Source: an optimization exercise on an open RTL-to-GDS flow (aim: small area and a short achievable clock period). Production flows keep margins and buffers that such runs may drop.
At most, simulation tests tie the RTL to the original design; equivalence was not proved.
Function not checked in runs 2 to 5: the RTL went through the layout flow alone.
Power is estimated from default activity; no workload was simulated.

==> design/flow/design.v <==
package seq_pkg;
  typedef logic [$clog2(8)-1:0] vid_t;
  typedef logic [$clog2(32)-1:0] vreg_t;
  typedef logic [8-1:0] vmask_t;
  typedef enum logic [3:0] {
    VADD,
    VSUB,
    VAND,
    VMUL,
    VMACC,
    VLE,
    VSE
  } op_e;
  typedef enum logic [1:0] {
    UNIT_ALU   = 2'd0,
    UNIT_MUL   = 2'd1,
    UNIT_LOAD  = 2'd2,
    UNIT_STORE = 2'd3
  } unit_e;
  typedef enum logic {
    IDLE,
    WAIT
  } seq_state_e;
  typedef struct packed {
    op_e   op;
    vreg_t vd;
    vreg_t vs1;
    vreg_t vs2;
    logic  use_vd;
    logic  use_vs1;
    logic  use_vs2;
    logic  vm;
  } seq_req_t;
  typedef struct packed {
    vid_t   id;
    op_e    op;
    unit_e  unit;
    vreg_t  vd;
    vreg_t  vs1;
    vreg_t  vs2;
    logic   vm;
    vmask_t hazard;
  } unit_req_t;
  typedef struct packed {
    logic error;
  } seq_resp_t;
  typedef struct packed {
    vmask_t store;
    vmask_t load;
    vmask_t mul;
    vmask_t alu;
  } unit_done_t;
  function automatic unit_e unit_of(op_e op);
    case (op)
      4'd3, 4'd4: unit_of = unit_e'(2'd1);
      4'd5:       unit_of = unit_e'(2'd2);
      4'd6:       unit_of = unit_e'(2'd3);
      default:    unit_of = unit_e'(2'd0);
    endcase
  endfunction
endpackage
module vector_sequencer (
  input  logic                clk_i,
  input  logic                rst_ni,
  input  logic [22:0]         req_i,
  input  logic                req_valid_i,
  output logic                req_ready_o,
  output logic                resp_o,
  output logic                resp_valid_o,
  output logic                idle_o,
  output logic [32:0]         unit_req_o,
  output logic                unit_req_valid_o,
  input  logic                unit_req_ready_i,
  input  logic [31:0]         unit_done_i,
  input  logic                addrgen_ack_i,
  input  logic                addrgen_error_i
);
  localparam int N = 8;
  logic [3:0] op;
  logic [4:0] vd, vs1, vs2;
  logic       use_vd, use_vs1, use_vs2, vm;
  assign op      = req_i[22:19];
  assign vd      = req_i[18:14];
  assign vs1     = req_i[13:9];
  assign vs2     = req_i[8:4];
  assign use_vd  = req_i[3];
  assign use_vs1 = req_i[2];
  assign use_vs2 = req_i[1];
  assign vm      = req_i[0];
  function automatic logic [1:0] unit_of(logic [2:0] o);
    unit_of[1] = o[2] & (o[1] | o[0]);
    unit_of[0] = (~o[2] & o[1] & o[0]) | (o[2] & ~o[0]);
  endfunction
  logic [1:0] unit;
  logic       is_mem;
  assign unit   = unit_of(op[2:0]);
  assign is_mem = unit[1];
  logic [N-1:0] running_q;
  logic [N-1:0] done_any;
  logic [N-1:0] free_oh;
  logic [2:0]   next_id;
  logic         full;
  assign done_any = unit_done_i[7:0] | unit_done_i[15:8] |
                    unit_done_i[23:16] | unit_done_i[31:24];
  always_comb begin
    for (int i = 0; i < N; i++) begin
      free_oh[i] = ~running_q[i];
      for (int j = 0; j < i; j++) free_oh[i] = free_oh[i] & running_q[j];
    end
  end
  assign next_id[0] = free_oh[1] | free_oh[3] | free_oh[5] | free_oh[7];
  assign next_id[1] = free_oh[2] | free_oh[3] | free_oh[6] | free_oh[7];
  assign next_id[2] = free_oh[4] | free_oh[5] | free_oh[6] | free_oh[7];
  assign full       = &running_q;
  logic [2:0] cnt0_q, cnt1_q;
  logic [1:0] cnt2_q, cnt3_q;
  logic [3:0] unit_ready;
  logic [3:0] down;
  assign unit_ready = {~cnt3_q[1], ~cnt2_q[1], ~cnt1_q[2], ~cnt0_q[2]};
  assign down[0] = |unit_done_i[7:0];
  assign down[1] = |unit_done_i[15:8];
  assign down[2] = |unit_done_i[23:16];
  assign down[3] = |unit_done_i[31:24];
  logic wait_q;
  logic held;
  logic issue;
  logic [3:0] up;
  assign held  = unit_req_valid_o & ~unit_req_ready_i;
  assign issue = ~wait_q & req_valid_i & ~held & ~full & unit_ready[unit];
  assign up    = {4{issue}} & (4'b0001 << unit);
  logic ok_alu, ok_mul, ok_op;
  assign ok_alu = ~wait_q & ~full & unit_ready[0];
  assign ok_mul = ~wait_q & ~full & unit_ready[1];
  assign ok_op  = op[2] ? (~op[1] & ~op[0] & ok_mul)
                        : ((op[1] & op[0]) ? ok_mul : ok_alu);
  assign req_ready_o  = (wait_q & addrgen_ack_i) |
                        (~held & (req_valid_i ? ok_op : ~wait_q));
  assign resp_valid_o = wait_q & addrgen_ack_i;
  assign resp_o       = addrgen_error_i;
  always_ff @(posedge clk_i or negedge rst_ni) begin
    if (!rst_ni) begin
      running_q        <= '0;
      idle_o           <= 1'b1;
      wait_q           <= 1'b0;
      unit_req_valid_o <= 1'b0;
      cnt0_q           <= '0;
      cnt1_q           <= '0;
      cnt2_q           <= '0;
      cnt3_q           <= '0;
    end else begin
      running_q        <= (running_q & ~done_any) | ({N{issue}} & free_oh);
      idle_o           <= ~issue & ~|(running_q & ~done_any);
      wait_q           <= wait_q ? ~addrgen_ack_i : (issue & is_mem);
      unit_req_valid_o <= issue | held;
      if (up[0] != down[0]) cnt0_q <= up[0] ? cnt0_q + 3'd1 : cnt0_q - 3'd1;
      if (up[1] != down[1]) cnt1_q <= up[1] ? cnt1_q + 3'd1 : cnt1_q - 3'd1;
      if (up[2] != down[2]) cnt2_q <= up[2] ? cnt2_q + 2'd1 : cnt2_q - 2'd1;
      if (up[3] != down[3]) cnt3_q <= up[3] ? cnt3_q + 2'd1 : cnt3_q - 2'd1;
    end
  end
  logic [N-1:0][4:0] wreg_q, rreg1_q, rreg2_q;
  logic [N-1:0]      wflag_q, rflag1_q, rflag2_q, rflag0_q;
  logic [N-1:0]      hazard;
  logic vs1_z, vs2_z, vd_z, rd_v0;
  assign vs1_z = (vs1 == 5'd0);
  assign vs2_z = (vs2 == 5'd0);
  assign vd_z  = (vd == 5'd0);
  assign rd_v0 = (use_vs1 & vs1_z) | (use_vs2 & vs2_z) | ~vm;
  for (genvar i = 0; i < N; i++) begin : gen_id
    logic w_vs1, w_vs2, w_vd, w_z;
    logic r1_vs1, r1_vs2, r1_vd, r1_z;
    logic r2_vs1, r2_vs2, r2_vd, r2_z;
    logic w_hit, r_hit;
    logic w_kill, r1_kill, r2_kill, r0_kill;
    assign w_vs1  = (wreg_q[i] == vs1);
    assign w_vs2  = (wreg_q[i] == vs2);
    assign w_vd   = (wreg_q[i] == vd);
    assign w_z    = (wreg_q[i] == 5'd0);
    assign r1_vs1 = (rreg1_q[i] == vs1);
    assign r1_vs2 = (rreg1_q[i] == vs2);
    assign r1_vd  = (rreg1_q[i] == vd);
    assign r1_z   = (rreg1_q[i] == 5'd0);
    assign r2_vs1 = (rreg2_q[i] == vs1);
    assign r2_vs2 = (rreg2_q[i] == vs2);
    assign r2_vd  = (rreg2_q[i] == vd);
    assign r2_z   = (rreg2_q[i] == 5'd0);
    assign w_hit = wflag_q[i] & ((use_vs1 & w_vs1) | (use_vs2 & w_vs2) |
                                 (~vm & w_z) | (use_vd & w_vd));
    assign r_hit = use_vd & ((rflag1_q[i] & r1_vd) | (rflag2_q[i] & r2_vd) |
                             (rflag0_q[i] & vd_z));
    assign hazard[i] = running_q[i] & (w_hit | r_hit);
    assign w_kill  = issue & use_vd & w_vd;
    assign r1_kill = issue & ((use_vs1 & r1_vs1) | (use_vs2 & r1_vs2) | (~vm & r1_z));
    assign r2_kill = issue & ((use_vs1 & r2_vs1) | (use_vs2 & r2_vs2) | (~vm & r2_z));
    assign r0_kill = issue & rd_v0;
    always_ff @(posedge clk_i) begin
      if (!running_q[i]) begin
        wreg_q[i]   <= vd;
        rreg1_q[i]  <= vs1;
        rreg2_q[i]  <= vs2;
        wflag_q[i]  <= use_vd;
        rflag1_q[i] <= use_vs1;
        rflag2_q[i] <= use_vs2;
        rflag0_q[i] <= ~vm;
      end else begin
        wflag_q[i]  <= wflag_q[i] & ~w_kill;
        rflag1_q[i] <= rflag1_q[i] & ~r1_kill;
        rflag2_q[i] <= rflag2_q[i] & ~r2_kill;
        rflag0_q[i] <= rflag0_q[i] & ~r0_kill;
      end
    end
  end
  logic [2:0]  id_q;
  logic [2:0]  op_q;
  logic [1:0]  unit_q;
  logic [15:0] regs_q;
  logic [7:0]  hazard_q;
  always_ff @(posedge clk_i) begin
    if (!held) begin
      id_q     <= next_id;
      op_q     <= op[2:0];
      unit_q   <= unit;
      regs_q   <= {vd, vs1, vs2, vm};
      hazard_q <= hazard;
    end
  end
  assign unit_req_o = {id_q, 1'b0, op_q, unit_q, regs_q, hazard_q};
endmodule
==> design/flow/flow/run.sh <==
#!/bin/bash
# Standard layout, with every port buffered by the smallest buffer
# (sky130_fd_sc_hd__buf_1); the resizer still upsizes them where timing needs it.
set -euo pipefail
bash standard.sh "BUFFER_PORTS_ARGS=-buffer_cell sky130_fd_sc_hd__buf_1" finish > standard.log 2>&1
==> design/flow/standard.sh <==
#!/bin/bash
# synth_recipe.tcl (not shown) runs the flow's synth.tcl, then flattens the netlist and writes it again
# the make line also repeats each setting of config.mk as NAME=value (left out here)
make -C /OpenROAD-flow-scripts/flow DESIGN_CONFIG=/design/flow/config.mk WORK_HOME=/design/flow/orfs CLKGATE_MAP_FILE= SYNTH_SCRIPT=/design/flow/synth_recipe.tcl "${@:-finish}"
==> design/flow/config.mk <==
export PLATFORM = sky130hd
export DESIGN_NAME = vector_sequencer
export DESIGN_NICKNAME = vector_sequencer
export VERILOG_FILES = /design/flow/design.v
export SDC_FILE = /design/flow/constraint.sdc
export NUM_CORES = 4
export LEC_CHECK = 0
export CAP_MARGIN = 20
export CORE_MARGIN = 2
export CORE_UTILIZATION = 65
export CTS_CLUSTER_DIAMETER = 300
export CTS_CLUSTER_SIZE = 25
export SETUP_SLACK_MARGIN = 2.5
export SLEW_MARGIN = 20
==> design/flow/constraint.sdc <==
create_clock -name core_clock -period 5.0 [get_ports {clk_i}]
set_input_delay 1.0000 -clock core_clock [delete_from_list [all_inputs] [get_ports {clk_i}]]
set_output_delay 1.0000 -clock core_clock [all_outputs]
set_load 0.01 [all_outputs]
==> results of run 1 <==
-- cell usage in the layout, fill, tap and decap left out, drive strengths merged, types with 3 or more instances in the layout --
master / instances
xor2: 274
edfxtp: 152
buf: 127
xnor2: 96
nor4: 76
nand3: 43
nand2: 37
clkbuf: 33
or4: 32
dfxtp: 32
a31oi: 26
dfrtp: 20
and3: 18
nor3: 18
o22ai: 18
mux2i: 17
o311ai: 16
inv: 16
nor2: 13
a31o: 9
a32o: 8
a211oi: 8
o32ai: 8
o21ai: 6
nand4: 4
a21oi: 4
nand2b: 4
nand3b: 3
o31ai: 3
-- registers in the layout, summed over array words and instances, names as in the netlist, 8 cells and up --
| name | cells |
|---|---|
| rflag0_q | 8 |
| rflag1_q | 8 |
| running_q | 8 |
| wflag_q | 8 |
| rreg1_q | 40 |
| regs_q | 16 |
| rreg2_q | 40 |
| rflag2_q | 8 |
| hazard_q | 8 |
| wreg_q | 40 |
-- through the flow --
stage / std cells / total power (uW) / worst slack (ns) / hold WS, ns / area, sq um
after global placement: 1333 / 3150 / 1.59 / 0.454 / 12500
final: 1378 / 4280 / 2.16 / 0.479 / 13200
after global routing: 1378 / 4450 / 2.13 / 0.492 / 13200
after CTS: 1368 / 4260 / 2.15 / 0.475 / 13100
after detailed placement: 1333 / 3180 / 1.51 / 0.461 / 12500
after floorplan: 1058 / 2890 / 2.01 / 0.445 / 12000
-- area by class of cell --
| cell class | instances | area share (%) |
|---|---|---|
| Clock buffer | 19 | 2.63 |
| Clock inverter | 1 | 0.152 |
| Inverter | 15 | 0.426 |
| Multi-Input combinational cell | 768 | 44.9 |
| Sequential cell | 205 | 43.5 |
| Tap cell | 229 | 2.17 |
| Timing Repair Buffer | 141 | 6.20 |
-- repair_timing --
item | 4_1_cts | 5_1_grt
cloned | 1 | 0
resized for setup | 36 | 17
hold buffers | 0 | 0
endpoints found under the setup margin | 44 | 27
pin swaps | 6 | 4
buffers inserted | 14 | 10
-- critical path: stages --
cell and delay (ns):
buf_12 0.09, nand2b_4 0.13, o22ai_2 0.06, a22oi_1 0.16
o21ai_1 0.08, a31o_2 0.21, buf_6 0.12
-- routing by layer --
metal	vias to the layer above	global-route usage (%)	wire length, um	part of all wire [%]
li1	4047	-	-	-
met1	4323	46.1	13600	43
met2	451	50.9	14600	46
met3	57	5.51	2850	9.0
met4	0	9.68	790	2.5
met5	-	0	0	0
-- where the power goes --
group / switching, uW / internal (uW)
Combinational: 531 / 412
Clock: 561 / 496
Sequential: 215 / 2060
Total: 1310 / 2970
-- worst max path at each step --
| stage | startpoint | to | cells after the start |
|---|---|---|---|
| floorplan | req_i[19] | cnt1_q[2] | 8 |
| global placement | req_i[21] | cnt1_q[2] | 8 |
| detailed placement | unit_req_ready_i | rflag0_q[4] | 7 |
| CTS | req_i[19] | req_ready_o | 7 |
| global route | req_i[19] | req_ready_o | 7 |
| finish | req_i[19] | req_ready_o | 7 |
-- logic make-up after synthesis --
kind of cell	synth area share [%]
flip-flops	47.9
other	0.0313
multiplexers	1.61
AO/OA/AOI/OAI	7.44
XOR/XNOR	27.1
AND/OR/NAND/NOR	12.4
buffers and inverters	3.16
adder cells (fa/ha/maj)	0.335
==> results.py, run 1 <==
metrics = {
    "status": {
        "status": "complete, no violations",
    },
    "sta": {
        "rsz0062_at_grt": "true",
        "post-route-period-util_pct": 56.8,
        "setup_viol": 0,
        "max_slew_margin_pct": 32.8,
        "tns_ns": 0,
        "drv_slew": 0,
        "min_period_ns": 2.84,
        "hold_viol": 0,
        "clock.fmax_mhz": 352,
        "skew_ns": 0.0276,
        "worst_pin_slew_ns": 1.01,
    },
    "synthesis": {
        "synthFlopType": "edfxtp_1",
        "ys_seq_area_share_pct": 47.9,
        "synthTopCellsByArea": "edfxtp_1 (38%), xor2_1 (20%), xnor2_1 (7.0%), dfxtp_1 (5.4%), dfrtp_1 (4.2%)",
        "yosysMostFrequentCell": "xor2_1",
        "syn_area_sq_um": 12000,
        "synth_fp_nets": 1121,
        "async_flop_share_pct": 10.2,
        "ys_ff_latch": 205,
        "synth_cells": 1058,
        "ys_warn_count": 1,
        "syn_avg_cell_area_sq_um": 11.3,
        "synth_cell_types": 58,
        "synth-edff-count": 152,
        "synth_top_area_share_pct": 38.2,
        "synth_top_area_cell": "edfxtp_1",
        "ys_top_cells_by_count": "xor2_1 (274), edfxtp_1 (152), xnor2_1 (96), nor4_1 (75), nand3_1 (43)",
    },
    "power": {
        "cellLeakagePower_uw": 0.00475,
        "irDropWorstVdd_mv": 0.404,
        "powerDensity_nw_per_um2": 324,
    },
    "cells_and_area": {
        "n_antenna_cell": 0,
        "drive_above_1_share_pct": 10.3,
        "nFillCells": 1273,
        "syn_to_final_growth_pct": 10.4,
        "finalNetCount": 1206,
        "multi_input_comb_area_sq_um": 5940,
        "utilization_pct": 73.3,
        "regArea_sq_um": 5740,
    },
    "floorplanning": {
        "fp.dieH_um": 140,
        "rows": 49,
        "dieArea_sq_um": 19500,
        "die_x_um": 140,
        "core_area_sq_um": 18000,
        "io_pins": 99,
        "start_util_pct": 66.4,
    },
    "global_route": {
        "antenna_found_initial": 0,
        "overflow": 0,
        "grt_pass1_wl_um": 48800,
        "grt_max_degree": 35,
        "grt.total_usage_pct": 32.2,
        "grt_pass1_vias": 8546,
    },
    "critical_path": {
        "r2r_setup_slack_ns": 2.74,
        "cp.arrival_ns": 1.84,
        "path_class": "input pin to output port",
        "worstPathRequired_ns": 4.00,
        "r2r_start": "unit_req_valid_o",
        "r2r_cells": 7,
        "start_kind": "input pin",
        "crit_fanout": 6,
        "reg2reg_to": "cnt1_q[2]",
        "end_kind": "output port",
    },
    "clock_tree": {
        "cts_root_buf": "clkbuf_16",
        "h-tree-depth": 1,
        "clkLatencyLatePin_ns": 0.48,
        "cts-buffers-inserted": 12,
        "cts.clk_slew.worst_paths_ns": 0.10,
        "cts.sinks": 205,
        "cts_tree": "built",
        "ctsLongestPathBuffers": 3,
    },
    "route": {
        "drc": 0,
        "routed_wirelength_um": 31800,
        "wl_per_cell_um": 23.1,
        "ant_nets": 0,
        "firstDrtPassIters": 5,
        "dr_total_vias": 8878,
        "drt_iter0_drc": 808,
        "vias_per_cell": 6.44,
    },
    "placed_design": {
        "place_congestion": 0.869,
        "io_buffers": 94,
        "dp_hpwl_um": 19100,
    },
    "min_path": {
        "holdPathEnd": "rflag0_q[0]",
        "worstHoldStart": "rflag0_q[0]",
        "hold_depth": 2,
        "hp-class": "register to register",
    },
    "job": {
        "cap_violations": 0,
    },
}
==> run 2, diff against run 1 <==
--- a/design/flow/design.v
+++ b/design/flow/design.v
@@ -99,7 +99,6 @@
   logic [N-1:0] done_any;
   logic [N-1:0] free_oh;
   logic [2:0]   next_id;
-  logic         full;
   assign done_any = unit_done_i[7:0] | unit_done_i[15:8] |
                     unit_done_i[23:16] | unit_done_i[31:24];
   always_comb begin
@@ -111,51 +110,65 @@
   assign next_id[0] = free_oh[1] | free_oh[3] | free_oh[5] | free_oh[7];
   assign next_id[1] = free_oh[2] | free_oh[3] | free_oh[6] | free_oh[7];
   assign next_id[2] = free_oh[4] | free_oh[5] | free_oh[6] | free_oh[7];
-  assign full       = &running_q;
-  logic [2:0] cnt0_q, cnt1_q;
-  logic [1:0] cnt2_q, cnt3_q;
-  logic [3:0] unit_ready;
-  logic [3:0] down;
-  assign unit_ready = {~cnt3_q[1], ~cnt2_q[1], ~cnt1_q[2], ~cnt0_q[2]};
+  logic [3:0] th0_q, th1_q, th0_d, th1_d;
+  logic [1:0] th2_q, th3_q, th2_d, th3_d;
+  logic [3:0] up, down;
   assign down[0] = |unit_done_i[7:0];
   assign down[1] = |unit_done_i[15:8];
   assign down[2] = |unit_done_i[23:16];
   assign down[3] = |unit_done_i[31:24];
-  logic wait_q;
-  logic held;
-  logic issue;
-  logic [3:0] up;
+  function automatic logic [3:0] th4_next(logic [3:0] t, logic u, logic d);
+    th4_next = (u & ~d) ? {t[2:0], 1'b1} : (d & ~u) ? {1'b0, t[3:1]} : t;
+  endfunction
+  function automatic logic [1:0] th2_next(logic [1:0] t, logic u, logic d);
+    th2_next = (u & ~d) ? {t[0], 1'b1} : (d & ~u) ? {1'b0, t[1]} : t;
+  endfunction
+  assign th0_d = th4_next(th0_q, up[0], down[0]);
+  assign th1_d = th4_next(th1_q, up[1], down[1]);
+  assign th2_d = th2_next(th2_q, up[2], down[2]);
+  assign th3_d = th2_next(th3_q, up[3], down[3]);
+  logic [3:0]   ok_q, ok_d;
+  logic         wait_q, wait_d;
+  logic [N-1:0] running_d;
+  logic         full_d;
+  logic         held;
+  logic         issue;
+  logic         is_alu, is_mul;
   assign held  = unit_req_valid_o & ~unit_req_ready_i;
-  assign issue = ~wait_q & req_valid_i & ~held & ~full & unit_ready[unit];
+  assign issue = req_valid_i & ~held & ok_q[unit];
   assign up    = {4{issue}} & (4'b0001 << unit);
-  logic ok_alu, ok_mul, ok_op;
-  assign ok_alu = ~wait_q & ~full & unit_ready[0];
-  assign ok_mul = ~wait_q & ~full & unit_ready[1];
-  assign ok_op  = op[2] ? (~op[1] & ~op[0] & ok_mul)
-                        : ((op[1] & op[0]) ? ok_mul : ok_alu);
+  assign is_alu = ~op[2] & ~(op[1] & op[0]);
+  assign is_mul = (~op[2] & op[1] & op[0]) | (op[2] & ~op[1] & ~op[0]);
   assign req_ready_o  = (wait_q & addrgen_ack_i) |
-                        (~held & (req_valid_i ? ok_op : ~wait_q));
+                        (~held & (req_valid_i ? ((is_alu & ok_q[0]) | (is_mul & ok_q[1]))
+                                              : ~wait_q));
   assign resp_valid_o = wait_q & addrgen_ack_i;
   assign resp_o       = addrgen_error_i;
+  assign running_d = (running_q & ~done_any) | ({N{issue}} & free_oh);
+  assign full_d    = &running_d;
+  assign wait_d    = wait_q ? ~addrgen_ack_i : (issue & is_mem);
+  assign ok_d      = {4{~wait_d & ~full_d}} & ~{th3_d[1], th2_d[1], th1_d[3], th0_d[3]};
   always_ff @(posedge clk_i or negedge rst_ni) begin
     if (!rst_ni) begin
       running_q        <= '0;
       idle_o           <= 1'b1;
       wait_q           <= 1'b0;
       unit_req_valid_o <= 1'b0;
-      cnt0_q           <= '0;
-      cnt1_q           <= '0;
-      cnt2_q           <= '0;
-      cnt3_q           <= '0;
+      ok_q             <= '1;
+      th0_q            <= '0;
+      th1_q            <= '0;
+      th2_q            <= '0;
+      th3_q            <= '0;
     end else begin
-      running_q        <= (running_q & ~done_any) | ({N{issue}} & free_oh);
+      running_q        <= running_d;
       idle_o           <= ~issue & ~|(running_q & ~done_any);
-      wait_q           <= wait_q ? ~addrgen_ack_i : (issue & is_mem);
+      wait_q           <= wait_d;
       unit_req_valid_o <= issue | held;
-      if (up[0] != down[0]) cnt0_q <= up[0] ? cnt0_q + 3'd1 : cnt0_q - 3'd1;
-      if (up[1] != down[1]) cnt1_q <= up[1] ? cnt1_q + 3'd1 : cnt1_q - 3'd1;
-      if (up[2] != down[2]) cnt2_q <= up[2] ? cnt2_q + 2'd1 : cnt2_q - 2'd1;
-      if (up[3] != down[3]) cnt3_q <= up[3] ? cnt3_q + 2'd1 : cnt3_q - 2'd1;
+      ok_q             <= ok_d;
+      th0_q            <= th0_d;
+      th1_q            <= th1_d;
+      th2_q            <= th2_d;
+      th3_q            <= th3_d;
     end
   end
   logic [N-1:0][4:0] wreg_q, rreg1_q, rreg2_q;
==> design/flow/run.sh (new file) <==
#!/bin/bash
# synth_recipe.tcl (not shown) runs the flow's synth.tcl, then flattens the netlist and writes it again
# the make line also repeats each setting of config.mk as NAME=value (left out here)
make -C /OpenROAD-flow-scripts/flow DESIGN_CONFIG=/design/flow/config.mk WORK_HOME=/design/flow/orfs CLKGATE_MAP_FILE= SYNTH_SCRIPT=/design/flow/synth_recipe.tcl finish
removed: design/flow/flow/run.sh
removed: design/flow/standard.sh
==> run 2 against run 1 <==
Compared with the run above:
- clock-buffer cell count is the same
- first-iteration DRC count is 2.7% higher
- die area up 2.5%
- sequential cell count up 6
- combinational power down 26%
- area after synthesis rose by 2.5%
- sequential power is 7% lower
- final cell count is 3.2% higher
- worst setup slack lost 0.16 ns
- routed wire length up 3.0%
- critical path depth down 2
==> results.py, run 2 <==
metrics = {
    "status": {
        "status": "complete, no violations",
    },
    "clock_tree": {
        "cts.sinks": 211,
        "cts_tree": "built",
        "cts-buffers-inserted": 12,
        "cts.clk_slew.worst_paths_ns": 0.10,
        "holdBufCountCts": 0,
        "clkLatencyLatePin_ns": 0.49,
        "cts_root_buf": "clkbuf_16",
        "ctsLongestPathBuffers": 3,
        "h-tree-depth": 1,
    },
    "route": {
        "firstDrtPassIters": 5,
        "wl_per_cell_um": 23.1,
        "routed_wirelength_um": 32800,
        "ant_nets": 0,
        "dr_total_vias": 9267,
        "drc": 0,
        "vias_per_cell": 6.52,
        "drt_iter0_drc": 830,
    },
    "synthesis": {
        "muxShareOfSynthArea_pct": 0.0816,
        "ys_seq_area_share_pct": 48.0,
        "synth_cells": 1109,
        "syn_area_sq_um": 12300,
        "syn_avg_cell_area_sq_um": 11.1,
        "ys_ff_latch": 211,
        "synth_top_area_share_pct": 37.2,
        "async_flop_share_pct": 12.8,
        "synthSimpleGateAreaFrac_pct": 13.2,
        "yosysMostFrequentCell": "xor2_1",
        "synth_cell_types": 55,
        "synth_compound_area_share_pct": 8.82,
        "synthAdderAreaFrac_pct": 0.816,
        "synth_fp_nets": 1178,
        "ys_top_cells_by_count": "xor2_1 (246), edfxtp_1 (152), xnor2_1 (114), nor4_1 (67), nand3_1 (51)",
        "synth_top_family_by_area": "XOR/XNOR gates",
        "synth_top_area_cell": "edfxtp_1",
        "synth_xor_area_share_pct": 25.7,
        "synthFlopType": "edfxtp_1",
        "ys_warn_count": 1,
        "synthTopCellsByArea": "edfxtp_1 (37%), xor2_1 (18%), xnor2_1 (8.1%), dfxtp_1 (5.2%), dfrtp_1 (4.5%)",
        "synth-edff-count": 152,
    },
    "critical_path": {
        "start_kind": "input pin",
        "end_kind": "output port",
        "crit_fanout": 3,
        "slowest_stage": "clkdlybuf4s50_1",
        "path_class": "input pin to output port",
        "cpPeakStageDelay_ns": 0.39,
        "crit_cells": 5,
        "worstPathRequired_ns": 4.00,
        "cpLargestDelayFamily": "buffers and inverters",
        "cp.arrival_ns": 2.00,
        "r2r_cells": 9,
        "cp_num_buf_inv": 3,
        "path_cells": "clkdlybuf4s50_1 -> nand2b_4 -> buf_16 -> a21o_1 -> buf_2",
    },
    "global_route": {
        "grt_max_degree": 35,
        "grt_pass1_wl_um": 50900,
        "gr-usage-met2_pct": 53.6,
        "overflow": 0,
        "antenna_found_initial": 0,
        "use_met3_pct": 3.75,
        "grt_util_met1_pct": 46.4,
        "grt.total_usage_pct": 33.0,
        "grt_pass1_vias": 9080,
        "top_usage_layer": "met2",
    },
    "sta": {
        "drv_slew": 0,
        "rsz0062_at_grt": "true",
        "clock.fmax_mhz": 333,
        "worst_pin_slew_ns": 0.874,
        "tns_ns": 0,
        "min_period_ns": 3.00,
        "skew_ns": 0.0373,
        "hold_viol": 0,
        "worst_slack_ns": 2.00,
        "max_slew_margin_pct": 41.8,
        "post-route-period-util_pct": 60.1,
        "setup_viol": 0,
    },
    "floorplanning": {
        "core_area_sq_um": 18600,
        "rows": 50,
        "io_pins": 99,
        "fp.dieH_um": 141,
        "dieArea_sq_um": 20000,
        "die_x_um": 141,
        "start_util_pct": 66.0,
    },
    "cells_and_area": {
        "drive_above_1_share_pct": 7.66,
        "nFillCells": 1286,
        "regArea_sq_um": 5890,
        "final_common_cell": "xor2_1",
        "layout_common_cells": "xor2_1 (246), edfxtp_1 (152), xnor2_1 (114)",
        "multi_input_comb_area_sq_um": 6040,
        "finalNetCount": 1251,
        "syn_to_final_growth_pct": 13.5,
        "n_antenna_cell": 0,
        "reg_top3": "rreg1_q (40), rreg2_q (40), wreg_q (40)",
    },
    "power": {
        "p_sw_uw": 1080,
        "clkPwrFrac_pct": 27.4,
        "pwr-share-comb_pct": 18.0,
        "powerDensity_nw_per_um2": 280,
        "pwr-share-seq_pct": 54.6,
        "irDropWorstVdd_mv": 0.395,
        "internal_power_uw": 2820,
        "cellLeakagePower_uw": 0.00499,
        "switching_share_pct": 27.8,
    },
    "placed_design": {
        "dp_hpwl_um": 20300,
        "post-place-ws_ns": 0.842,
        "io_buffers": 94,
        "place_congestion": 0.875,
    },
    "min_path": {
        "hold_depth": 2,
        "hp-class": "register to register",
    },
    "job": {
        "cap_violations": 0,
    },
}
run 2: changes by cell type after synthesis, sizes merged, moves of 9 or more:
cell    delta
a21oi     +14
a31o       -9
a31oi      -9
and3      -17
mux2i     -16
nand3      +9
nor2       +9
o211ai    +24
o21ai     +33
o311a     +15
o311ai    -16
or3        +9
xnor2     +18
xor2      -28
run 2: what timing repair did:
action | CTS | global route
buffers inserted | 9 | 0
setup endpoints to repair | 60 | 59
gates resized for setup | 50 | 18
gates cloned | 1 | 0
pin swaps | 4 | 1
endpoints found under the hold margin | 0 | 0
run 2: through the flow:
step,hold slack (ns),utilization (%),instance area [sq um],instances,power [uW]
finish,0.474,74.9,13900,1422,3900
global route,0.502,74.9,13900,1422,4030
CTS,0.472,74.6,13900,1422,3900
detailed placement,0.457,71.6,13300,1392,2820
global placement,0.453,71.6,13300,1392,2800
floorplan,0.445,-,12300,1109,2570
run 2: kinds of logic after synthesis:
kind of cell / after synthesis
AND/OR/NAND/NOR: 280
AO/OA/AOI/OAI: 156
XOR/XNOR: 360
adder cells (fa/ha/maj): 8
buffers and inverters: 92
multiplexers: 1
flip-flops: 211
other: 1
run 2: layout make-up:
type / instances / area share [%]
Tap cell: 234 / 2.10
Timing Repair Buffer: 128 / 8.99
Sequential cell: 211 / 42.3
Clock inverter: 1 / 0.117
Inverter: 23 / 0.620
Clock buffer: 19 / 2.50
Multi-Input combinational cell: 806 / 43.4
run 2: worst paths after layout:
path                                  startpoint      endpoint  slack, ns
worst max-delay path            unit_req_ready_i   req_ready_o       2.00
worst min-delay path                 rflag0_q[0]   rflag0_q[0]       0.47
worst max register to register           ok_q[0]   rflag0_q[1]       2.37
worst min register to register       rflag0_q[0]   rflag0_q[0]       0.47
max in group asynchronous                 rst_ni       ok_q[0]       3.78
min in group asynchronous                 rst_ni  running_q[6]       0.89
run 2: tightest hold or removal path, cell delays in order (launching register included):
cell and delay, ns:
dfxtp_1 0.32, nand2_1 0.06, o22ai_1 0.05
run 2: metal layers:
metal / vias up / part of all wire (%)
met5: - / 0
met4: 0 / 3.3
met3: 88 / 8.6
met2: 467 / 47
met1: 4511 / 41
li1: 4201 / -
run 2: power by group through the flow:
stage / Clock (uW) / Sequential (uW) / Combinational, uW
final: 1070 / 2130 / 701
after floorplan: 0 / 2150 / 420
after CTS: 1080 / 2130 / 691
after global routing: 1130 / 2150 / 755
after detailed placement: 0 / 2170 / 657
after global placement: 0 / 2160 / 640
==> run 3, diff against run 2 <==
--- a/design/flow/design.v
+++ b/design/flow/design.v
@@ -59,6 +59,36 @@
     endcase
   endfunction
 endpackage
+module issue_ctl (
+  input  logic [2:0] op_i,
+  input  logic       req_valid_i,
+  input  logic       unit_req_ready_i,
+  input  logic       addrgen_ack_i,
+  input  logic       wait_i,
+  input  logic       valid_i,
+  input  logic [3:0] block_i,
+  output logic       req_ready_o,
+  output logic       resp_valid_o,
+  output logic       held_o,
+  output logic       issue_o,
+  output logic       is_mem_o,
+  output logic [1:0] unit_o,
+  output logic [3:0] up_o
+);
+  logic is_alu, is_mul;
+  assign is_alu   = ~op_i[2] & ~(op_i[1] & op_i[0]);
+  assign is_mul   = (~op_i[2] & op_i[1] & op_i[0]) | (op_i[2] & ~op_i[1] & ~op_i[0]);
+  assign unit_o[1] = op_i[2] & (op_i[1] | op_i[0]);
+  assign unit_o[0] = (~op_i[2] & op_i[1] & op_i[0]) | (op_i[2] & ~op_i[0]);
+  assign is_mem_o = unit_o[1];
+  assign held_o  = valid_i & ~unit_req_ready_i;
+  assign issue_o = req_valid_i & ~held_o & ~block_i[unit_o];
+  assign up_o    = {4{issue_o}} & (4'b0001 << unit_o);
+  assign req_ready_o  = (wait_i & addrgen_ack_i) |
+                        (~held_o & (req_valid_i ? ((is_alu & ~block_i[0]) | (is_mul & ~block_i[1]))
+                                                : ~wait_i));
+  assign resp_valid_o = wait_i & addrgen_ack_i;
+endmodule
 module vector_sequencer (
   input  logic                clk_i,
   input  logic                rst_ni,
@@ -87,14 +117,8 @@
   assign use_vs1 = req_i[2];
   assign use_vs2 = req_i[1];
   assign vm      = req_i[0];
-  function automatic logic [1:0] unit_of(logic [2:0] o);
-    unit_of[1] = o[2] & (o[1] | o[0]);
-    unit_of[0] = (~o[2] & o[1] & o[0]) | (o[2] & ~o[0]);
-  endfunction
   logic [1:0] unit;
   logic       is_mem;
-  assign unit   = unit_of(op[2:0]);
-  assign is_mem = unit[1];
   logic [N-1:0] running_q;
   logic [N-1:0] done_any;
   logic [N-1:0] free_oh;
@@ -127,44 +151,52 @@
   assign th1_d = th4_next(th1_q, up[1], down[1]);
   assign th2_d = th2_next(th2_q, up[2], down[2]);
   assign th3_d = th2_next(th3_q, up[3], down[3]);
-  logic [3:0]   ok_q, ok_d;
+  logic [3:0]   block_q, block_d;
   logic         wait_q, wait_d;
   logic [N-1:0] running_d;
   logic         full_d;
   logic         held;
   logic         issue;
-  logic         is_alu, is_mul;
-  assign held  = unit_req_valid_o & ~unit_req_ready_i;
-  assign issue = req_valid_i & ~held & ok_q[unit];
-  assign up    = {4{issue}} & (4'b0001 << unit);
-  assign is_alu = ~op[2] & ~(op[1] & op[0]);
-  assign is_mul = (~op[2] & op[1] & op[0]) | (op[2] & ~op[1] & ~op[0]);
-  assign req_ready_o  = (wait_q & addrgen_ack_i) |
-                        (~held & (req_valid_i ? ((is_alu & ok_q[0]) | (is_mul & ok_q[1]))
-                                              : ~wait_q));
-  assign resp_valid_o = wait_q & addrgen_ack_i;
+  logic         busy_q;
+  issue_ctl i_issue (
+    .op_i             (op[2:0]),
+    .req_valid_i      (req_valid_i),
+    .unit_req_ready_i (unit_req_ready_i),
+    .addrgen_ack_i    (addrgen_ack_i),
+    .wait_i           (wait_q),
+    .valid_i          (unit_req_valid_o),
+    .block_i          (block_q),
+    .req_ready_o      (req_ready_o),
+    .resp_valid_o     (resp_valid_o),
+    .held_o           (held),
+    .issue_o          (issue),
+    .is_mem_o         (is_mem),
+    .unit_o           (unit),
+    .up_o             (up)
+  );
   assign resp_o       = addrgen_error_i;
   assign running_d = (running_q & ~done_any) | ({N{issue}} & free_oh);
   assign full_d    = &running_d;
   assign wait_d    = wait_q ? ~addrgen_ack_i : (issue & is_mem);
-  assign ok_d      = {4{~wait_d & ~full_d}} & ~{th3_d[1], th2_d[1], th1_d[3], th0_d[3]};
+  assign block_d   = {4{wait_d | full_d}} | {th3_d[1], th2_d[1], th1_d[3], th0_d[3]};
+  assign idle_o = ~busy_q;
   always_ff @(posedge clk_i or negedge rst_ni) begin
     if (!rst_ni) begin
       running_q        <= '0;
-      idle_o           <= 1'b1;
+      busy_q           <= 1'b0;
       wait_q           <= 1'b0;
       unit_req_valid_o <= 1'b0;
-      ok_q             <= '1;
+      block_q          <= '0;
       th0_q            <= '0;
       th1_q            <= '0;
       th2_q            <= '0;
       th3_q            <= '0;
     end else begin
       running_q        <= running_d;
-      idle_o           <= ~issue & ~|(running_q & ~done_any);
+      busy_q           <= issue | |(running_q & ~done_any);
       wait_q           <= wait_d;
       unit_req_valid_o <= issue | held;
-      ok_q             <= ok_d;
+      block_q          <= block_d;
       th0_q            <= th0_d;
       th1_q            <= th1_d;
       th2_q            <= th2_d;
==> run 3 against run 2 <==
Compared with the run above:
- still clean
- die area decreased by 0.42%
- final area increased by 0.52%
- sequential power hardly changed
- total power up 1.2%
- final cell count rose by 1.9%
- sequential cell count unchanged
- worst setup slack improved by 0.052 ns
- critical path depth increased by 3
- largest cell class unchanged
==> results.py, run 3 <==
metrics = {
    "clock_tree": {
        "cts_tree": "built",
        "cts.clk_slew.worst_paths_ns": 0.10,
        "cts_root_buf": "clkbuf_16",
        "clkLatencyLatePin_ns": 0.48,
        "cts.sinks": 211,
        "cts-buffers-inserted": 12,
        "holdBufCountCts": 0,
        "h-tree-depth": 1,
        "ctsLongestPathBuffers": 3,
    },
    "cells_and_area": {
        "drive_above_1_share_pct": 9.05,
        "final_common_cell": "xor2_1",
        "final_area_sq_um": 14000,
        "nFillCells": 1307,
        "reg_top3": "rreg1_q (40), rreg2_q (40), wreg_q (40)",
        "finalNetCount": 1278,
        "layout_common_cells": "xor2_1 (256), edfxtp_1 (152), xnor2_1 (104)",
        "utilization_pct": 75.3,
        "n_antenna_cell": 0,
        "final_cells": 1449,
        "syn_to_final_growth_pct": 14.6,
    },
    "sta": {
        "clock.fmax_mhz": 339,
        "rsz0062_at_grt": "true",
        "setup_viol": 0,
        "hold_viol": 0,
        "worst_pin_slew_ns": 0.854,
        "max_slew_margin_pct": 42.9,
        "tns_ns": 0,
        "drv_slew": 0,
        "post-route-period-util_pct": 59.0,
        "min_period_ns": 2.95,
        "skew_ns": 0.0155,
    },
    "route": {
        "drt_iter0_drc": 1106,
        "firstDrtPassIters": 5,
        "vias_per_cell": 6.46,
        "ant_nets": 0,
        "drc": 0,
        "routed_wirelength_um": 33200,
        "dr_total_vias": 9359,
        "wl_per_cell_um": 22.9,
    },
    "power": {
        "irDropWorstVdd_mv": 0.386,
        "clkPwrFrac_pct": 26.9,
        "internal_power_uw": 2840,
        "pwr-share-comb_pct": 18.6,
        "cellLeakagePower_uw": 0.00507,
        "p_total_uw": 3950,
        "p_sw_uw": 1110,
        "pwr-share-seq_pct": 54.5,
        "switching_share_pct": 28.0,
        "powerDensity_nw_per_um2": 282,
    },
    "placed_design": {
        "dp_cells": 1413,
        "dp_hpwl_um": 20600,
        "placed_cell_area_sq_um": 13400,
        "io_buffers": 94,
        "place_congestion": 0.849,
    },
    "synthesis": {
        "ys_warn_count": 1,
        "ys_ff_latch": 211,
        "synthFlopType": "edfxtp_1",
        "synth_cell_types": 45,
        "ys_top_cells_by_count": "xor2_1 (256), edfxtp_1 (152), xnor2_1 (104), nor4_1 (68), nand2_1 (62)",
        "synth_top_area_cell": "edfxtp_1",
        "synth_fp_nets": 1202,
        "ys_seq_area_share_pct": 48.1,
        "synth_top_area_share_pct": 37.4,
        "synthTopCellsByArea": "edfxtp_1 (37%), xor2_1 (18%), xnor2_1 (7.5%), dfrtp_1 (5.5%), dfxtp_1 (5.2%)",
        "synth-edff-count": 152,
        "yosysMostFrequentCell": "xor2_1",
        "async_flop_share_pct": 12.8,
        "synth_cells": 1133,
        "syn_avg_cell_area_sq_um": 10.8,
        "syn_area_sq_um": 12200,
    },
    "critical_path": {
        "start_kind": "input pin",
        "path_class": "input pin to output port",
        "cp.arrival_ns": 1.95,
        "end_kind": "output port",
        "worstPathRequired_ns": 4.00,
        "crit_fanout": 8,
    },
    "global_route": {
        "antenna_found_initial": 0,
        "grt_max_degree": 35,
        "grt.total_usage_pct": 33.3,
        "grt_pass1_vias": 9367,
        "grt_pass1_wl_um": 51400,
        "overflow": 0,
    },
    "min_path": {
        "hp-class": "register to register",
    },
    "job": {
        "cap_violations": 0,
    },
    "floorplanning": {
        "start_util_pct": 65.7,
        "fp.dieH_um": 141,
        "dieArea_sq_um": 19900,
        "die_x_um": 141,
        "rows": 50,
        "io_pins": 99,
        "core_area_sq_um": 18600,
    },
    "status": {
        "status": "complete, no violations",
    },
}
run 3: cell types whose count changed after synthesis, sizes merged, moves of 9 or more:
| cell | before | now |
|---|---|---|
| a31oi | 17 | 26 |
| o22ai | 13 | 26 |
| buf | 37 | 47 |
| a21oi | 18 | 27 |
| nand3 | 52 | 38 |
| nand2 | 38 | 62 |
| nor3 | 14 | 36 |
| xnor2 | 114 | 104 |
| o211ai | 25 | 16 |
| xor2 | 246 | 256 |
| o311a | 15 | 0 |
| o21ai | 39 | 27 |
run 3: stage by stage:
step	hold WS (ns)	setup WS [ns]
floorplan	0.445	2.19
CTS	0.473	2.07
finish	0.472	2.05
detailed placement	0.457	1.01
global route	0.491	1.99
global placement	0.452	1.05
run 3: power by group through the flow:
stage          sequential (uW)  clock (uW)  combinational, uW
6_report                  2150        1060                733
5_1_grt                   2170        1140                790
4_1_cts                   2150        1080                720
3_5_place_dp              2190           0                694
3_3_place_gp              2180           0                674
2_1_floorplan             2170           0                441
run 3: final cells by class:
cell class	count	area [sq um]	area share, %
clock buffers	19	348	2.49
clock inverters	1	16.3	0.116
inverters	31	116	0.832
multi-input cells	820	6090	43.5
flip-flops and latches	211	5880	42.0
well taps	234	293	2.09
repair buffers	133	1250	8.91
run 3: metal layers:
metal	up-vias	global-route usage, %	routed length, um
met3	99	4.52	2550
li1	4231	-	-
met4	0	13.3	1220
met2	455	55.1	15700
met1	4574	44.9	13800
met5	-	0	0
run 3: path summary, 6_finish.rpt:
kind | from | end | slack (ns) | cells past startpoint
hold / removal | rflag2_q[2] | rflag2_q[2] | 0.47 | 2
min in group asynchronous | rst_ni | running_q[7] | 0.90 | 2
setup / recovery | req_i[19] | req_ready_o | 2.05 | 8
hold reg to reg | rflag2_q[2] | rflag2_q[2] | 0.47 | 2
max in group asynchronous | rst_ni | running_q[1] | 3.82 | 2
setup reg to reg | running_q[3] | block_q[1] | 2.55 | 6
run 3: repair_timing:
item | CTS | global route
setup endpoints to repair | 68 | 40
buffers inserted | 15 | 1
gates resized for setup | 44 | 28
pin swaps | 5 | 2
run 3: cell families (layout without fill, tap and decap cells):
group	count (synthesis)	count (layout)	share of synthesized area, %
AOI/OAI and AO/OA	166	166	8.91
other	1	1	0.0307
adders and majority gates	8	8	0.820
and+or+nand+nor	285	285	12.5
xor gates and xnor gates	360	360	25.8
DFF	211	211	48.1
buffers and inverters	102	184	3.74
run 3: critical path, stage by stage:
cell,delay (ns)
buf_12,0.11
nand2b_4,0.13
o22a_1,0.17
o22ai_1,0.16
nand2_1,0.06
o21ai_1,0.07
a21o_1,0.12
buf_2,0.12
==> run 4, diff against run 3 <==
--- a/design/flow/config.mk
+++ b/design/flow/config.mk
@@ -12,3 +12,5 @@
 export CTS_CLUSTER_SIZE = 25
 export SETUP_SLACK_MARGIN = 2.5
 export SLEW_MARGIN = 20
+export SYNTH_HIERARCHICAL = 1
+export SYNTH_MINIMUM_KEEP_SIZE = 0
==> run 4 against run 3 <==
Compared with the run above:
- combinational power is 2% lower
- worst setup slack better by 0.13 ns
- final area barely moved
- first-iteration DRC count down 38%
- via count shrank 1.0%
- sequential share of layout area barely moved
- maximum frequency rose by 4.7%
- hold slack better by 0.0092 ns
- critical path depth is 3 lower
- highest routed layer unchanged
==> results.py, run 4 <==
metrics = {
    "synthesis": {
        "synthFlopType": "edfxtp_1",
        "synth_top_area_cell": "edfxtp_1",
        "syn_area_sq_um": 12400,
        "syn_avg_cell_area_sq_um": 10.8,
        "synthTopCellsByArea": "edfxtp_1 (37%), xor2_1 (21%), dfrtp_1 (5.5%), dfxtp_1 (5.2%), xnor2_1 (4.9%)",
        "yosysMostFrequentCell": "xor2_1",
        "ys_top_cells_by_count": "xor2_1 (291), edfxtp_1 (152), nor4_1 (78), xnor2_1 (69), nand2_1 (66)",
        "ys_ff_latch": 211,
        "async_flop_share_pct": 12.8,
        "synth_cell_types": 53,
        "ys_warn_count": 7,
        "synth-edff-count": 152,
        "synth_top_area_share_pct": 36.9,
        "synth_fp_nets": 1210,
        "ys_seq_area_share_pct": 47.5,
        "synth_cells": 1141,
    },
    "route": {
        "firstDrtPassIters": 5,
        "wl_per_cell_um": 22.4,
        "ant_nets": 0,
        "drc": 0,
        "drt_iter0_drc": 690,
        "dr_total_vias": 9262,
        "routed_wirelength_um": 32200,
        "vias_per_cell": 6.42,
    },
    "critical_path": {
        "worstPathRequired_ns": 4.00,
        "cpLargestDelayFamily": "simple AND/OR/NAND/NOR gates",
        "slowest_stage": "nor4b_4",
        "cp_num_buf_inv": 2,
        "end_kind": "output port",
        "start_kind": "input pin",
        "path_cells": "buf_6 -> nor4b_4 -> o311ai_4 -> nand2_1 -> buf_2",
        "cpPeakStageDelay_ns": 0.36,
        "crit_fanout": 11,
        "path_class": "input pin to output port",
        "cp.arrival_ns": 1.82,
    },
    "floorplanning": {
        "dieArea_sq_um": 20200,
        "rows": 50,
        "core_area_sq_um": 18700,
        "fp.dieH_um": 142,
        "die_x_um": 142,
        "io_pins": 99,
        "start_util_pct": 66.2,
    },
    "sta": {
        "post-route-period-util_pct": 56.4,
        "whs_ns": 0.481,
        "tns_ns": 0,
        "setup_viol": 0,
        "worst_pin_slew_ns": 0.909,
        "worst_slack_ns": 2.18,
        "max_slew_margin_pct": 39.4,
        "min_period_ns": 2.82,
        "skew_ns": 0.0272,
        "clock.fmax_mhz": 355,
        "drv_slew": 0,
        "hold_viol": 0,
        "rsz0062_at_grt": "true",
    },
    "global_route": {
        "grt_pass1_wl_um": 49800,
        "overflow": 0,
        "antenna_found_initial": 0,
        "grt_max_degree": 35,
        "grt.total_usage_pct": 32.1,
        "grt_pass1_vias": 8968,
    },
    "status": {
        "status": "complete, no violations",
    },
    "cells_and_area": {
        "reg_top3": "rreg1_q (40), rreg2_q (40), wreg_q (40)",
        "layout_common_cells": "xor2_1 (291), edfxtp_1 (152), nor4_1 (78)",
        "drive_above_1_share_pct": 8.03,
        "final_cells": 1442,
        "syn_to_final_growth_pct": 13.2,
        "finalNetCount": 1271,
        "final_common_cell": "xor2_1",
        "n_antenna_cell": 0,
    },
    "placed_design": {
        "place_congestion": 0.826,
        "dp_hpwl_um": 19800,
        "dp_cells": 1411,
        "io_buffers": 94,
        "post-place-ws_ns": 1.06,
    },
    "clock_tree": {
        "cts.sinks": 211,
        "ctsLongestPathBuffers": 3,
        "holdBufCountCts": 0,
        "cts_tree": "built",
        "cts-buffers-inserted": 12,
        "cts_root_buf": "clkbuf_16",
        "clkLatencyLatePin_ns": 0.48,
        "cts.clk_slew.worst_paths_ns": 0.10,
        "h-tree-depth": 1,
    },
    "min_path": {
        "hp-class": "register to register",
    },
    "job": {
        "cap_violations": 0,
    },
    "power": {
        "p_total_uw": 3950,
        "irDropWorstVdd_mv": 0.355,
        "powerDensity_nw_per_um2": 282,
        "cellLeakagePower_uw": 0.00515,
    },
}
## run 4: timing repair
action | 4_1_cts | 5_1_grt
resized for setup | 54 | 26
setup buffers | 5 | 5
setup endpoints to repair | 63 | 19
pin swaps | 5 | 8
## run 4: power breakdown
part | internal (uW) | switching (uW) | total [uW]
registers | 2020 | 144 | 2160
logic | 325 | 396 | 721
clock network | 494 | 578 | 1070
total | 2840 | 1120 | 3950
## run 4: modules after synthesis, one instance, submodules excluded
module / cell area, sq um / times used / cells inside / flops+latches
issue_ctl: 260 / 1 / 32 / 0
vector_sequencer: 12100 / 1 / 1109 / 211
## run 4: worst paths after layout
| check | start | end | slack, ns | cells past startpoint |
|---|---|---|---|---|
| worst max-delay path | req_i[20] | req_ready_o | 2.18 | 5 |
| worst min-delay path | rflag0_q[3] | rflag0_q[3] | 0.48 | 2 |
| worst max register to register | running_q[4] | block_q[3] | 2.61 | 5 |
| worst min register to register | rflag0_q[3] | rflag0_q[3] | 0.48 | 2 |
| max in group asynchronous | rst_ni | th1_q[3] | 3.85 | 2 |
| min in group asynchronous | rst_ni | th3_q[1] | 0.89 | 2 |
## run 4: per-layer routing
layer	GRT usage [%]	vias to the layer above	part of all wire [%]
met5	0	-	0
met4	9.21	0	2.2
met3	3.40	60	7.8
met2	53.2	408	47
met1	45.2	4558	43
li1	-	4236	-
## run 4: worst reg2reg max path, cell delays in order (launching register included)
cell and delay, ns:
dfrtp_1 0.70, inv_1 0.48, or4_4 0.65, a22oi_2 0.18, o2111ai_2 0.20, nand2_1 0.11
## run 4: cells by family (layout without fill, tap and decap cells)
family	count (synthesis)	count (layout)	share of synthesized area, %
AO/OA/AOI/OAI	126	126	6.95
XOR/XNOR	360	360	25.5
adder cells (fa/ha/maj)	8	8	0.809
buffers and inverters	100	167	3.71
flip-flops	211	211	47.5
multiplexers	17	17	1.38
other	1	1	0.0303
AND/OR/NAND/NOR	318	318	14.1
## run 4: final cells by class
| cell class | count | area (sq um) |
|---|---|---|
| clock buffer | 19 | 348 |
| clock inverter | 1 | 16.3 |
| fill | 1331 | 4700 |
| inverter | 23 | 86.3 |
| multi-input combinational | 830 | 6210 |
| sequential | 211 | 5880 |
| tap | 234 | 293 |
| timing repair buffer | 124 | 1170 |
## run 4: through the flow
step                      area, sq um  utilization [%]
after global routing            14000             74.9
after CTS                       13900             74.0
after detailed placement        13400             71.4
after global placement          13400             71.4
final                           14000             74.9
after floorplan                 12500                -
==> run 5, diff against run 4 <==
--- a/design/flow/design.v
+++ b/design/flow/design.v
@@ -59,6 +59,56 @@
     endcase
   endfunction
 endpackage
+module hz_entry (
+  input  logic       running_i,
+  input  logic [4:0] wreg_i,
+  input  logic [4:0] rreg1_i,
+  input  logic [4:0] rreg2_i,
+  input  logic [3:0] flags_i,
+  input  logic [4:0] vd_i,
+  input  logic [4:0] vs1_i,
+  input  logic [4:0] vs2_i,
+  input  logic       use_vd_i,
+  input  logic       use_vs1_i,
+  input  logic       use_vs2_i,
+  input  logic       vm_i,
+  input  logic       issue_i,
+  output logic       hazard_o,
+  output logic [3:0] flags_d_o
+);
+  logic w_vs1, w_vs2, w_vd, w_z;
+  logic r1_vs1, r1_vs2, r1_vd, r1_z;
+  logic r2_vs1, r2_vs2, r2_vd, r2_z;
+  logic vs1_z, vs2_z, vd_z;
+  logic w_hit, r_hit;
+  logic w_kill, r1_kill, r2_kill, r0_kill;
+  assign w_vs1  = (wreg_i == vs1_i);
+  assign w_vs2  = (wreg_i == vs2_i);
+  assign w_vd   = (wreg_i == vd_i);
+  assign w_z    = (wreg_i == 5'd0);
+  assign r1_vs1 = (rreg1_i == vs1_i);
+  assign r1_vs2 = (rreg1_i == vs2_i);
+  assign r1_vd  = (rreg1_i == vd_i);
+  assign r1_z   = (rreg1_i == 5'd0);
+  assign r2_vs1 = (rreg2_i == vs1_i);
+  assign r2_vs2 = (rreg2_i == vs2_i);
+  assign r2_vd  = (rreg2_i == vd_i);
+  assign r2_z   = (rreg2_i == 5'd0);
+  assign vs1_z  = (vs1_i == 5'd0);
+  assign vs2_z  = (vs2_i == 5'd0);
+  assign vd_z   = (vd_i == 5'd0);
+  assign w_hit = flags_i[0] & ((use_vs1_i & w_vs1) | (use_vs2_i & w_vs2) |
+                               (~vm_i & w_z) | (use_vd_i & w_vd));
+  assign r_hit = use_vd_i & ((flags_i[1] & r1_vd) | (flags_i[2] & r2_vd) |
+                             (flags_i[3] & vd_z));
+  assign hazard_o = running_i & (w_hit | r_hit);
+  assign w_kill  = issue_i & use_vd_i & w_vd;
+  assign r1_kill = issue_i & ((use_vs1_i & r1_vs1) | (use_vs2_i & r1_vs2) | (~vm_i & r1_z));
+  assign r2_kill = issue_i & ((use_vs1_i & r2_vs1) | (use_vs2_i & r2_vs2) | (~vm_i & r2_z));
+  assign r0_kill = issue_i & ((use_vs1_i & vs1_z) | (use_vs2_i & vs2_z) | ~vm_i);
+  assign flags_d_o = running_i ? (flags_i & ~{r0_kill, r2_kill, r1_kill, w_kill})
+                               : {~vm_i, use_vs2_i, use_vs1_i, use_vd_i};
+endmodule
 module issue_ctl (
   input  logic [2:0] op_i,
   input  logic       req_valid_i,
@@ -206,53 +256,32 @@
   logic [N-1:0][4:0] wreg_q, rreg1_q, rreg2_q;
   logic [N-1:0]      wflag_q, rflag1_q, rflag2_q, rflag0_q;
   logic [N-1:0]      hazard;
-  logic vs1_z, vs2_z, vd_z, rd_v0;
-  assign vs1_z = (vs1 == 5'd0);
-  assign vs2_z = (vs2 == 5'd0);
-  assign vd_z  = (vd == 5'd0);
-  assign rd_v0 = (use_vs1 & vs1_z) | (use_vs2 & vs2_z) | ~vm;
   for (genvar i = 0; i < N; i++) begin : gen_id
-    logic w_vs1, w_vs2, w_vd, w_z;
-    logic r1_vs1, r1_vs2, r1_vd, r1_z;
-    logic r2_vs1, r2_vs2, r2_vd, r2_z;
-    logic w_hit, r_hit;
-    logic w_kill, r1_kill, r2_kill, r0_kill;
-    assign w_vs1  = (wreg_q[i] == vs1);
-    assign w_vs2  = (wreg_q[i] == vs2);
-    assign w_vd   = (wreg_q[i] == vd);
-    assign w_z    = (wreg_q[i] == 5'd0);
-    assign r1_vs1 = (rreg1_q[i] == vs1);
-    assign r1_vs2 = (rreg1_q[i] == vs2);
-    assign r1_vd  = (rreg1_q[i] == vd);
-    assign r1_z   = (rreg1_q[i] == 5'd0);
-    assign r2_vs1 = (rreg2_q[i] == vs1);
-    assign r2_vs2 = (rreg2_q[i] == vs2);
-    assign r2_vd  = (rreg2_q[i] == vd);
-    assign r2_z   = (rreg2_q[i] == 5'd0);
-    assign w_hit = wflag_q[i] & ((use_vs1 & w_vs1) | (use_vs2 & w_vs2) |
-                                 (~vm & w_z) | (use_vd & w_vd));
-    assign r_hit = use_vd & ((rflag1_q[i] & r1_vd) | (rflag2_q[i] & r2_vd) |
-                             (rflag0_q[i] & vd_z));
-    assign hazard[i] = running_q[i] & (w_hit | r_hit);
-    assign w_kill  = issue & use_vd & w_vd;
-    assign r1_kill = issue & ((use_vs1 & r1_vs1) | (use_vs2 & r1_vs2) | (~vm & r1_z));
-    assign r2_kill = issue & ((use_vs1 & r2_vs1) | (use_vs2 & r2_vs2) | (~vm & r2_z));
-    assign r0_kill = issue & rd_v0;
+    logic [3:0] flags_d;
+    hz_entry i_entry (
+      .running_i (running_q[i]),
+      .wreg_i    (wreg_q[i]),
+      .rreg1_i   (rreg1_q[i]),
+      .rreg2_i   (rreg2_q[i]),
+      .flags_i   ({rflag0_q[i], rflag2_q[i], rflag1_q[i], wflag_q[i]}),
+      .vd_i      (vd),
+      .vs1_i     (vs1),
+      .vs2_i     (vs2),
+      .use_vd_i  (use_vd),
+      .use_vs1_i (use_vs1),
+      .use_vs2_i (use_vs2),
+      .vm_i      (vm),
+      .issue_i   (issue),
+      .hazard_o  (hazard[i]),
+      .flags_d_o (flags_d)
+    );
     always_ff @(posedge clk_i) begin
       if (!running_q[i]) begin
-        wreg_q[i]   <= vd;
-        rreg1_q[i]  <= vs1;
-        rreg2_q[i]  <= vs2;
-        wflag_q[i]  <= use_vd;
-        rflag1_q[i] <= use_vs1;
-        rflag2_q[i] <= use_vs2;
-        rflag0_q[i] <= ~vm;
-      end else begin
-        wflag_q[i]  <= wflag_q[i] & ~w_kill;
-        rflag1_q[i] <= rflag1_q[i] & ~r1_kill;
-        rflag2_q[i] <= rflag2_q[i] & ~r2_kill;
-        rflag0_q[i] <= rflag0_q[i] & ~r0_kill;
+        wreg_q[i]  <= vd;
+        rreg1_q[i] <= vs1;
+        rreg2_q[i] <= vs2;
       end
+      {rflag0_q[i], rflag2_q[i], rflag1_q[i], wflag_q[i]} <= flags_d;
     end
   end
   logic [2:0]  id_q;
==> run 5 against run 4 <==
Compared with the run above:
- maximum frequency grew 3.4%
- clock-buffer cell count did not move
- first-iteration DRC count grew 29%
- largest cell class unchanged
==> results.py, run 5 <==
metrics = {
    "critical_path": {
        "r2r_cells": 9,
        "end_kind": "output port",
        "crit_end": "req_ready_o",
        "worstPathRequired_ns": 4.00,
        "crit_fanout": 5,
        "start_kind": "input pin",
        "reg2reg_to": "block_q[0]",
        "r2r_setup_slack_ns": 2.70,
        "cp.arrival_ns": 1.73,
        "startpoint": "req_i[20]",
        "r2r_start": "block_q[1]",
        "path_class": "input pin to output port",
    },
    "floorplanning": {
        "core_area_sq_um": 18800,
        "io_pins": 99,
        "fp.dieH_um": 143,
        "rows": 50,
        "start_util_pct": 66.6,
        "die_x_um": 143,
        "dieArea_sq_um": 20300,
    },
    "clock_tree": {
        "cts_tree": "built",
        "clkLatencyLatePin_ns": 0.48,
        "cts-buffers-inserted": 12,
        "h-tree-depth": 1,
        "cts.clk_slew.worst_paths_ns": 0.10,
        "cts_root_buf": "clkbuf_16",
        "ctsLongestPathBuffers": 3,
        "holdBufCountCts": 0,
        "cts.sinks": 211,
    },
    "cells_and_area": {
        "final_common_cell": "xor2_1",
        "final_area_sq_um": 14400,
        "nFillCells": 1273,
        "n_antenna_cell": 0,
        "layout_common_cells": "xor2_1 (256), edfxtp_1 (152), nor4_1 (112)",
        "finalNetCount": 1331,
        "reg_top3": "rreg1_q (40), rreg2_q (40), wreg_q (40)",
        "syn_to_final_growth_pct": 15.4,
        "drive_above_1_share_pct": 8.68,
    },
    "synthesis": {
        "async_flop_share_pct": 12.8,
        "ys_ff_latch": 211,
        "yosysMostFrequentCell": "xor2_1",
        "synth_top_area_cell": "edfxtp_1",
        "syn_avg_cell_area_sq_um": 11.1,
        "synthFlopType": "edfxtp_1",
        "ys_seq_area_share_pct": 47.1,
        "synth_top_area_share_pct": 36.5,
        "synth_cells": 1128,
        "ys_top_cells_by_count": "xor2_1 (256), edfxtp_1 (152), nor4_1 (112), xnor2_1 (104), nand2_1 (74)",
        "ys_warn_count": 7,
        "synthTopCellsByArea": "edfxtp_1 (37%), xor2_1 (18%), xnor2_1 (7.3%), nor4_1 (5.6%), dfrtp_1 (5.4%)",
        "synth-edff-count": 152,
        "syn_area_sq_um": 12500,
        "synth_cell_types": 50,
        "synth_fp_nets": 1197,
    },
    "sta": {
        "worst_pin_slew_ns": 1.03,
        "tns_ns": 0,
        "min_period_ns": 2.73,
        "rsz0062_at_grt": "true",
        "worst_slack_ns": 2.27,
        "drv_slew": 0,
        "setup_viol": 0,
        "post-route-period-util_pct": 54.5,
        "hold_viol": 0,
        "skew_ns": 0.0175,
        "max_slew_margin_pct": 31.2,
        "clock.fmax_mhz": 367,
    },
    "global_route": {
        "top_usage_layer": "met2",
        "overflow": 0,
        "gr-usage-met2_pct": 53.5,
        "grt_util_met1_pct": 44.8,
        "grt.total_usage_pct": 32.1,
        "grt_pass1_wl_um": 50700,
        "grt_max_degree": 42,
        "use_met3_pct": 3.35,
        "grt_pass1_vias": 9366,
        "antenna_found_initial": 1,
    },
    "power": {
        "cellLeakagePower_uw": 0.00530,
        "irDropWorstVdd_mv": 0.235,
        "p_total_uw": 3990,
        "powerDensity_nw_per_um2": 277,
    },
    "route": {
        "wl_per_cell_um": 21.8,
        "firstDrtPassIters": 5,
        "dr_total_vias": 9742,
        "ant_nets": 0,
        "routed_wirelength_um": 32700,
        "drt_iter0_drc": 888,
        "drc": 0,
        "vias_per_cell": 6.49,
    },
    "job": {
        "cap_violations": 0,
    },
    "placed_design": {
        "place_congestion": 0.888,
        "dp_hpwl_um": 20000,
        "post-place-ws_ns": 1.07,
        "placed_cell_area_sq_um": 13900,
        "io_buffers": 94,
    },
    "status": {
        "status": "complete, no violations",
    },
    "min_path": {
        "hp-class": "register to register",
    },
}
## run 5: power by group
part           leakage [uW]  total [uW]  internal (uW)  switching, uW
combinational       0.00288         769            357            412
sequential          0.00224        2160           2020            143
clock              0.000175        1060            494            563
## run 5: Yosys stat by module, one instance, submodules excluded
| module | flops+latches | copies in the design |
|---|---|---|
| issue_ctl | 0 | 1 |
| hz_entry | 0 | 8 |
| vector_sequencer | 211 | 1 |
## run 5: stage by stage
step / hold slack [ns] / std cells / util, %
final: 0.497 / 1502 / 76.8
after global routing: 0.507 / 1502 / 76.8
after CTS: 0.488 / 1499 / 76.4
after detailed placement: 0.471 / 1473 / 73.9
after global placement: 0.464 / 1473 / 73.9
after floorplan: 0.448 / 1128 / -
## run 5: how the worst min path moves through the flow
stage,from,to,slack [ns],cells after the start
after floorplan,th2_q[0],th2_q[0],0.45,2
after global placement,th3_q[0],th3_q[0],0.46,2
after detailed placement,rflag0_q[7],rflag0_q[7],0.47,2
after CTS,rflag0_q[7],rflag0_q[7],0.49,2
after global routing,rflag0_q[7],rflag0_q[7],0.51,2
final,rflag0_q[1],rflag0_q[1],0.50,2
## run 5: cell type report
cell class	instances	area [sq um]	area share, %
flip-flops and latches	211	5880	40.8
well taps	234	293	2.03
repair buffers	134	1240	8.62
clock inverters	1	16.3	0.113
clock buffers	19	348	2.41
multi-input cells	875	6530	45.3
inverters	28	105	0.729
## run 5: cell families (layout without fill, tap and decap cells)
family	after synthesis	after routing	synth area share [%]
XOR/XNOR	360	360	25.2
AND/OR/NAND/NOR	355	355	16.2
flip-flops	211	211	47.1
AO/OA/AOI/OAI	125	125	6.81
buffers and inverters	42	182	1.50
multiplexers	26	26	2.40
adder cells (fa/ha/maj)	8	8	0.801
other	1	1	0.0300
## run 5: timing repair
item,4_1_cts,5_1_grt
setup buffers,6,3
endpoints found under the setup margin,64,31
pin swaps,4,9
gates resized for setup,53,19
## run 5: worst max-delay path: stages
cell      delay (ns)
buf_12          0.11
o22a_1          0.19
o221ai_2        0.15
a31o_1          0.15
buf_2           0.12
## run 5: routing by layer
metal	vias up	wire length, um
met4	2	735
met3	64	2590
met1	4745	13800
met5	-	13
li1	4454	-
met2	477	15600

[port drivers added, routing unchanged]
The flow's constraints put no driver on any port. The routed layouts listed below were extracted and timed again, unchanged, in two steps.
Step 1 assumes that a clkbuf_16 drives the clock port and a buf_2 every other input.
Step 2 moves the port delays by t, midway between the first and last clock arrival at a register: inputs arrive t later, outputs are due t later. That takes back most of the time a late clock gives input paths.
Three values: no drivers, after step 1, after step 2; two values: the first two.
run | t, ns | slack for setup (ns) | worst setup path at the end
run 1 | 0.516 | 2.159 / 2.095 / 1.775 | input to register
run 2 | 0.515 | 1.996 / 1.953 / 1.744 | input to register
run 3 | 0.520 | 2.048 / 2.003 / 2.002 | input to register
run 4 | 0.519 | 2.182 / 2.145 / 1.993 | input to register
run 5 | 0.520 | 2.274 / 2.203 / 1.903 | input to register
After both steps every run listed still meets setup and hold. For run 1, which loses most, drivers alone change the setup slack by -0.064 ns; drivers and shift together by -0.384 ns.
